From an optimization exercise on the open Yosys and OpenROAD flow, aimed at small area, a short achievable clock period and few clock cycles per item; shortcuts taken in it are not production practice.

==> flow/design.v <==
`default_nettype none
package edv_pkg;
   localparam int unsigned DataWidth = 32;
   localparam int unsigned QuoWidth  = DataWidth + 1;
   typedef struct packed {
      logic signed [DataWidth-1:0] dividend;
      logic signed [DataWidth-1:0] divisor;
   } req_type;
   typedef struct packed {
      logic signed [QuoWidth-1:0] quotient;
      logic                       divide_by_zero;
   } rsp_type;
endpackage
`default_nettype wire
`default_nettype none
module edv_add #(
   parameter int N = 31
) (
   input  wire logic [N-1:0] a,
   input  wire logic [N-1:0] b,
   input  wire logic         ci,
   output logic      [N-1:0] s,
   output logic              co
);
   localparam int L = $clog2(N + 1);
   logic [(L+1)*(N+1)-1:0] g;
   logic [(L+1)*(N+1)-1:0] p;
   assign g[0] = ci;
   assign p[0] = 1'b0;
   for (genvar m = 1; m <= N; m++) begin : g_in
      assign g[m] = a[m-1] & b[m-1];
      assign p[m] = a[m-1] ^ b[m-1];
   end
   for (genvar l = 0; l < L; l++) begin : g_lvl
      for (genvar m = 0; m <= N; m++) begin : g_pos
         if (((m >> l) & 1) == 1) begin : g_op
            localparam int J = ((m >> l) << l) - 1;
            assign g[(l+1)*(N+1)+m] = g[l*(N+1)+m] | (p[l*(N+1)+m] & g[l*(N+1)+J]);
            assign p[(l+1)*(N+1)+m] = p[l*(N+1)+m] & p[l*(N+1)+J];
         end else begin : g_cp
            assign g[(l+1)*(N+1)+m] = g[l*(N+1)+m];
            assign p[(l+1)*(N+1)+m] = p[l*(N+1)+m];
         end
      end
   end
   for (genvar m = 0; m < N; m++) begin : g_sum
      assign s[m] = p[m+1] ^ g[L*(N+1)+m];
   end
   assign co = g[L*(N+1)+N];
endmodule
`default_nettype wire
`default_nettype none
module edv_lzc (
   input  wire logic [31:0] x,
   output logic             v,
   output logic [4:0]       c
);
   logic [15:0] v0;  logic [15:0]   c0;
   logic [7:0]  v1;  logic [7:0][1:0] c1;
   logic [3:0]  v2;  logic [3:0][2:0] c2;
   logic [1:0]  v3;  logic [1:0][3:0] c3;
   for (genvar i = 0; i < 16; i++) begin : g_l0
      assign v0[i] = x[2*i+1] | x[2*i];
      assign c0[i] = !x[2*i+1];
   end
   for (genvar i = 0; i < 8; i++) begin : g_l1
      assign v1[i] = v0[2*i+1] | v0[2*i];
      assign c1[i] = v0[2*i+1] ? {1'b0, c0[2*i+1]} : {1'b1, c0[2*i]};
   end
   for (genvar i = 0; i < 4; i++) begin : g_l2
      assign v2[i] = v1[2*i+1] | v1[2*i];
      assign c2[i] = v1[2*i+1] ? {1'b0, c1[2*i+1]} : {1'b1, c1[2*i]};
   end
   for (genvar i = 0; i < 2; i++) begin : g_l3
      assign v3[i] = v2[2*i+1] | v2[2*i];
      assign c3[i] = v2[2*i+1] ? {1'b0, c2[2*i+1]} : {1'b1, c2[2*i]};
   end
   assign v = v3[1] | v3[0];
   assign c = v3[1] ? {1'b0, c3[1]} : {1'b1, c3[0]};
endmodule
`default_nettype wire
`default_nettype none
module euclidean_integer_divider_top #(
   parameter int KS = 3       
) (
   input  wire logic              clock,
   input  wire logic              reset,
   input  wire logic              req_valid,
   output logic                   req_ready,
   input  edv_pkg::req_type       req_data,
   output logic                   rsp_valid,
   input  wire logic              rsp_ready,
   output edv_pkg::rsp_type       rsp_data
);
   localparam int P  = KS - 1;       
   localparam int WN = 35 + P;       
   localparam int YN = WN + 1;       
   localparam int CW = 5;            
   logic [WN-1:0] ws_q, wc_q;    
   logic [3:0]    est_q;         
   logic [32:0]   q_q;           
   logic [32:0]   qm_q;          
   logic [32:0]   qp_q;          
   logic [31:0]   d_q;           
   logic          bneg_q;        
   logic          bz_q;          
   logic          dbz_q;
   logic [CW-1:0] cnt_q;         
   logic          fst_q;         
   logic          act_q;         
   logic          pc_q;          
   logic          vld_q;
   wire [31:0] a = req_data.dividend;
   wire [31:0] b = req_data.divisor;
   wire [30:0] bx = b[30:0] ^ {31{b[31]}};
   logic       unused_v;
   logic [4:0] z;
   edv_lzc u_lz (.x({bx, 1'b1}), .v(unused_v), .c(z));
   wire [31:0] bn = b << z;
   logic [CW-1:0] cyc;
   logic [1:0]    pad;
   always_comb begin
      cyc = '0;
      pad = '0;
      for (int i = 0; i < 32; i++) begin
         if (z == 5'(i)) begin
            cyc = CW'((i + 2 + KS - 1) / KS);
            pad = 2'(((i + 2 + KS - 1) / KS) * KS - (i + 2));
         end
      end
   end
   logic [WN-1:0] w0;
   always_comb begin
      w0 = '0;
      for (int e = 0; e <= P; e++) begin
         if (pad == 2'(e)) w0 = WN'($signed(a)) << (P - e);
      end
   end
   wire [YN-1:0] dx   = {{(YN-34-P){d_q[31]}}, d_q, {(P+2){1'b0}}};
   wire          dneg = d_q[31];
   logic [WN-1:0] ws [KS+1];
   logic [WN-1:0] wc [KS+1];
   logic [3:0]    es [KS+1];
   logic [KS-1:0] dp, dn;
   assign ws[0] = ws_q;
   assign wc[0] = wc_q;
   assign es[0] = est_q;
   for (genvar j = 0; j < KS; j++) begin : g_step
      localparam int FW = (j == KS - 1) ? 0 : 6 + 2 * (KS - 2 - j);
      wire [YN-1:0] ys = {ws[j], 1'b0};
      wire [YN-1:0] yc = {wc[j], 1'b0};
      wire ge0  = !es[j][3];
      wire m1   = (es[j] == 4'b1111);
      wire qpos = dneg ? (!ge0 && !m1) : ge0;
      wire qneg = dneg ? ge0 : (!ge0 && !m1);
      assign dp[KS-1-j] = qpos;
      assign dn[KS-1-j] = qneg;
      wire [YN-1:0] op = ({YN{qpos}} & ~dx) | ({YN{qneg}} & dx);
      wire [YN-1:0] sm = ys ^ yc ^ op;
      wire [YN-1:0] cy = (ys & yc) | (ys & op) | (yc & op);
      wire [WN-1:0] wsf = sm[WN-1:0];
      wire [WN-1:0] wcf = {cy[WN-2:0], qpos};
      wire [YN-1:0] smp = ys ^ yc ^ ~dx;
      wire [YN-1:0] cyp = (ys & yc) | (ys & ~dx) | (yc & ~dx);
      wire [YN-1:0] smz = ys ^ yc;
      wire [YN-1:0] cyz = ys & yc;
      wire [YN-1:0] smn = ys ^ yc ^ dx;
      wire [YN-1:0] cyn = (ys & yc) | (ys & dx) | (yc & dx);
      wire [WN-1:0] wsp = smp[WN-1:0];
      wire [WN-1:0] wcp = {cyp[WN-2:0], 1'b1};
      wire [WN-1:0] wsz = smz[WN-1:0];
      wire [WN-1:0] wcz = {cyz[WN-2:0], 1'b0};
      wire [WN-1:0] wsn = smn[WN-1:0];
      wire [WN-1:0] wcn = {cyn[WN-2:0], 1'b0};
      wire [3:0] ep = wsp[WN-1:WN-4] + wcp[WN-1:WN-4];
      wire [3:0] ez = wsz[WN-1:WN-4] + wcz[WN-1:WN-4];
      wire [3:0] en = wsn[WN-1:WN-4] + wcn[WN-1:WN-4];
      wire       up = qpos;
      wire       dw = qneg;
      assign es[j+1] = up ? ep : dw ? en : ez;
      if (FW > 0) begin : g_win
         wire [WN-1:0] wsw = up ? wsp : dw ? wsn : wsz;
         wire [WN-1:0] wcw = up ? wcp : dw ? wcn : wcz;
         assign ws[j+1] = {wsw[WN-1:WN-FW], wsf[WN-FW-1:0]};
         assign wc[j+1] = {wcw[WN-1:WN-FW], wcf[WN-FW-1:0]};
      end else begin : g_nowin
         assign ws[j+1] = wsf;
         assign wc[j+1] = wcf;
      end
   end
   wire signed [KS+1:0] v = $signed({2'b00, dp}) - $signed({2'b00, dn});
   wire [32:0] s_q  = fst_q ? 33'd0 : q_q;
   wire [32:0] s_qm = fst_q ? {33{1'b1}} : qm_q;
   wire [32:0] s_qp = fst_q ? 33'd1 : qp_q;
   function automatic logic [32:0] otf(input logic signed [KS+1:0] u,
                                       input logic [32:0] sm1, input logic [32:0] s0,
                                       input logic [32:0] sp1);
      logic signed [KS+1:0] h;
      h = u >>> KS;
      if (h < 0)       otf = {sm1[32-KS:0], u[KS-1:0]};
      else if (h == 0) otf = {s0[32-KS:0], u[KS-1:0]};
      else             otf = {sp1[32-KS:0], u[KS-1:0]};
   endfunction
   wire [32:0] q_n  = otf(v,          s_qm, s_q, s_qp);
   wire signed [KS+1:0] one = (KS+2)'(1);
   wire [32:0] qm_n = otf(v - one, s_qm, s_q, s_qp);
   wire [32:0] qp_n = otf(v + one, s_qm, s_q, s_qp);
   logic [WN-2:0] unused_s;
   logic          wcarry;
   edv_add #(.N(WN-1)) u_sgn (.a(ws_q[WN-2:0]), .b(wc_q[WN-2:0]), .ci(1'b0), .s(unused_s), .co(wcarry));
   wire        wneg = ws_q[WN-1] ^ wc_q[WN-1] ^ wcarry;
   wire [32:0] qf   = bz_q ? 33'd0 : !wneg ? q_q : bneg_q ? qp_q : qm_q;
   wire wait1 = fst_q && vld_q && !rsp_ready;
   wire step  = act_q && !pc_q && !wait1;
   wire load  = req_valid && (!act_q || pc_q || wait1);
   always_ff @(posedge clock) begin
      d_q    <= bn;
      bneg_q <= b[31];
      bz_q   <= (b == 32'd0);
   end
   always_ff @(posedge clock) begin
      if (load) begin
         ws_q  <= w0;
         wc_q  <= '0;
         est_q <= w0[WN-1:WN-4];
         cnt_q <= cyc;
         fst_q <= 1'b1;
      end else begin
         ws_q  <= ws[KS];
         wc_q  <= wc[KS];
         est_q <= es[KS];
         cnt_q <= cnt_q - 1'b1;
         fst_q <= 1'b0;
      end
   end
   always_ff @(posedge clock) begin
      qm_q <= qm_n;
      qp_q <= qp_n;
   end
   always_ff @(posedge clock) begin
      if (step) begin
         q_q <= q_n;
      end else if (pc_q) begin
         q_q   <= qf;
         dbz_q <= bz_q;
      end
   end
   always_ff @(posedge clock) begin
      if (reset) begin
         act_q <= 1'b0;
         pc_q  <= 1'b0;
         vld_q <= 1'b0;
      end else begin
         act_q <= load || (act_q && !pc_q);
         pc_q  <= step && (cnt_q == CW'(1));
         vld_q <= pc_q || (vld_q && !rsp_ready);
      end
   end
   assign req_ready = step && (cnt_q == CW'(1));
   assign rsp_valid = vld_q;
   assign rsp_data  = {q_q, dbz_q};
endmodule
`default_nettype wire
export LEC_CHECK = 0
export CAP_MARGIN = 20
export CORE_MARGIN = 2
export CORE_UTILIZATION = 40
export PLACE_DENSITY = 0.6
export SLEW_MARGIN = 20
create_clock -name core_clock -period 5.0 [get_ports {clock}]
standard.sh (not shown) runs the stock make flow with config.mk's settings and CLKGATE_MAP_FILE= SYNTH_SCRIPT=/design/flow/synth_recipe.tcl, a recipe that flattens the netlist after the stock synthesis.
==> flow/flow/run.sh <==
#!/bin/bash
# The standard layout (standard.sh), unchanged except that synthesis does
# not extract full/half adders into sky130 fa/ha cells before ABC maps the
# logic (ADDER_MAP_FILE empty), so the divider's carry-save and prefix logic
# is mapped by ABC as plain gates. Registers, names and all later steps are
# the standard flow's. The whole make output goes to flow.log here; ORFS's
# per-step logs stay under orfs/logs.
set -euo pipefail
bash standard.sh ADDER_MAP_FILE= finish > flow.log 2>&1
The starting point completed with no timing, DRC or antenna violations.
Change:
--- a/flow/design.v
+++ b/flow/design.v
@@ -208,13 +208,12 @@
    logic [WN-2:0] unused_s;
    logic          wcarry;
    edv_add #(.N(WN-1)) u_sgn (.a(ws_q[WN-2:0]), .b(wc_q[WN-2:0]), .ci(1'b0), .s(unused_s), .co(wcarry));
    wire        wneg = ws_q[WN-1] ^ wc_q[WN-1] ^ wcarry;
    wire [32:0] qf   = bz_q ? 33'd0 : !wneg ? q_q : bneg_q ? qp_q : qm_q;
-   wire wait1 = fst_q && vld_q && !rsp_ready;
-   wire step  = act_q && !pc_q && !wait1;
-   wire load  = req_valid && (!act_q || pc_q || wait1);
+   wire step = act_q && (cnt_q != '0) && (!vld_q || rsp_ready);
+   wire load = req_valid && (!act_q || pc_q);
    always_ff @(posedge clock) begin
       d_q    <= bn;
       bneg_q <= b[31];
       bz_q   <= (b == 32'd0);
    end
@@ -223,25 +222,23 @@
          ws_q  <= w0;
          wc_q  <= '0;
          est_q <= w0[WN-1:WN-4];
          cnt_q <= cyc;
          fst_q <= 1'b1;
-      end else begin
+      end else if (step) begin
          ws_q  <= ws[KS];
          wc_q  <= wc[KS];
          est_q <= es[KS];
          cnt_q <= cnt_q - 1'b1;
          fst_q <= 1'b0;
       end
    end
    always_ff @(posedge clock) begin
-      qm_q <= qm_n;
-      qp_q <= qp_n;
-   end
-   always_ff @(posedge clock) begin
       if (step) begin
-         q_q <= q_n;
+         q_q  <= q_n;
+         qm_q <= qm_n;
+         qp_q <= qp_n;
       end else if (pc_q) begin
          q_q   <= qf;
          dbz_q <= bz_q;
       end
    end
The new run went through all stages and came out clean.
Worst hold slack hardly moves.
Setup slack loses 130 ps.
Synthesized cell count rises by 2.3%.
Cell area rose by 10%.
Wire length rises by 15%.
Cell count increases by 5.3%.
No functional check of the RTL was part of any run of this note.

## separate check: timing with driven ports
How much do the figures lean on ideal ports? The routed layouts below were timed once more, with nothing changed but the port constraints.
Step 1 assumes that a clkbuf_16 drives the clock port and a buf_2 every other input.
Step 2 adds t to the input delays and takes it off the output delays; t is the mean of the earliest and latest rising clock arrival at the registers after step 1. Input paths then give back, and output paths get back, about the clock's delay inside the block.
Three values: no drivers, after step 1, after step 2; two values: the first two.
run | t (ns) | setup slack, ns | worst setup path at the end | clock arrival spread, ns | worst slew at a driven data input, ns
the first run | 0.599 | 0.312 / 0.312 / -0.150 | input to register | 0.017 / 0.017 | 0.08
the second run | 0.586 | 0.185 / 0.185 / -0.230 | input to register | 0.011 / 0.010 | 0.04
With both steps, setup timing fails in the first run and the second run, where it was met with ideal ports. For the first run, which loses most, drivers alone change the setup slack by 0.000 ns; drivers and shift together by -0.462 ns.
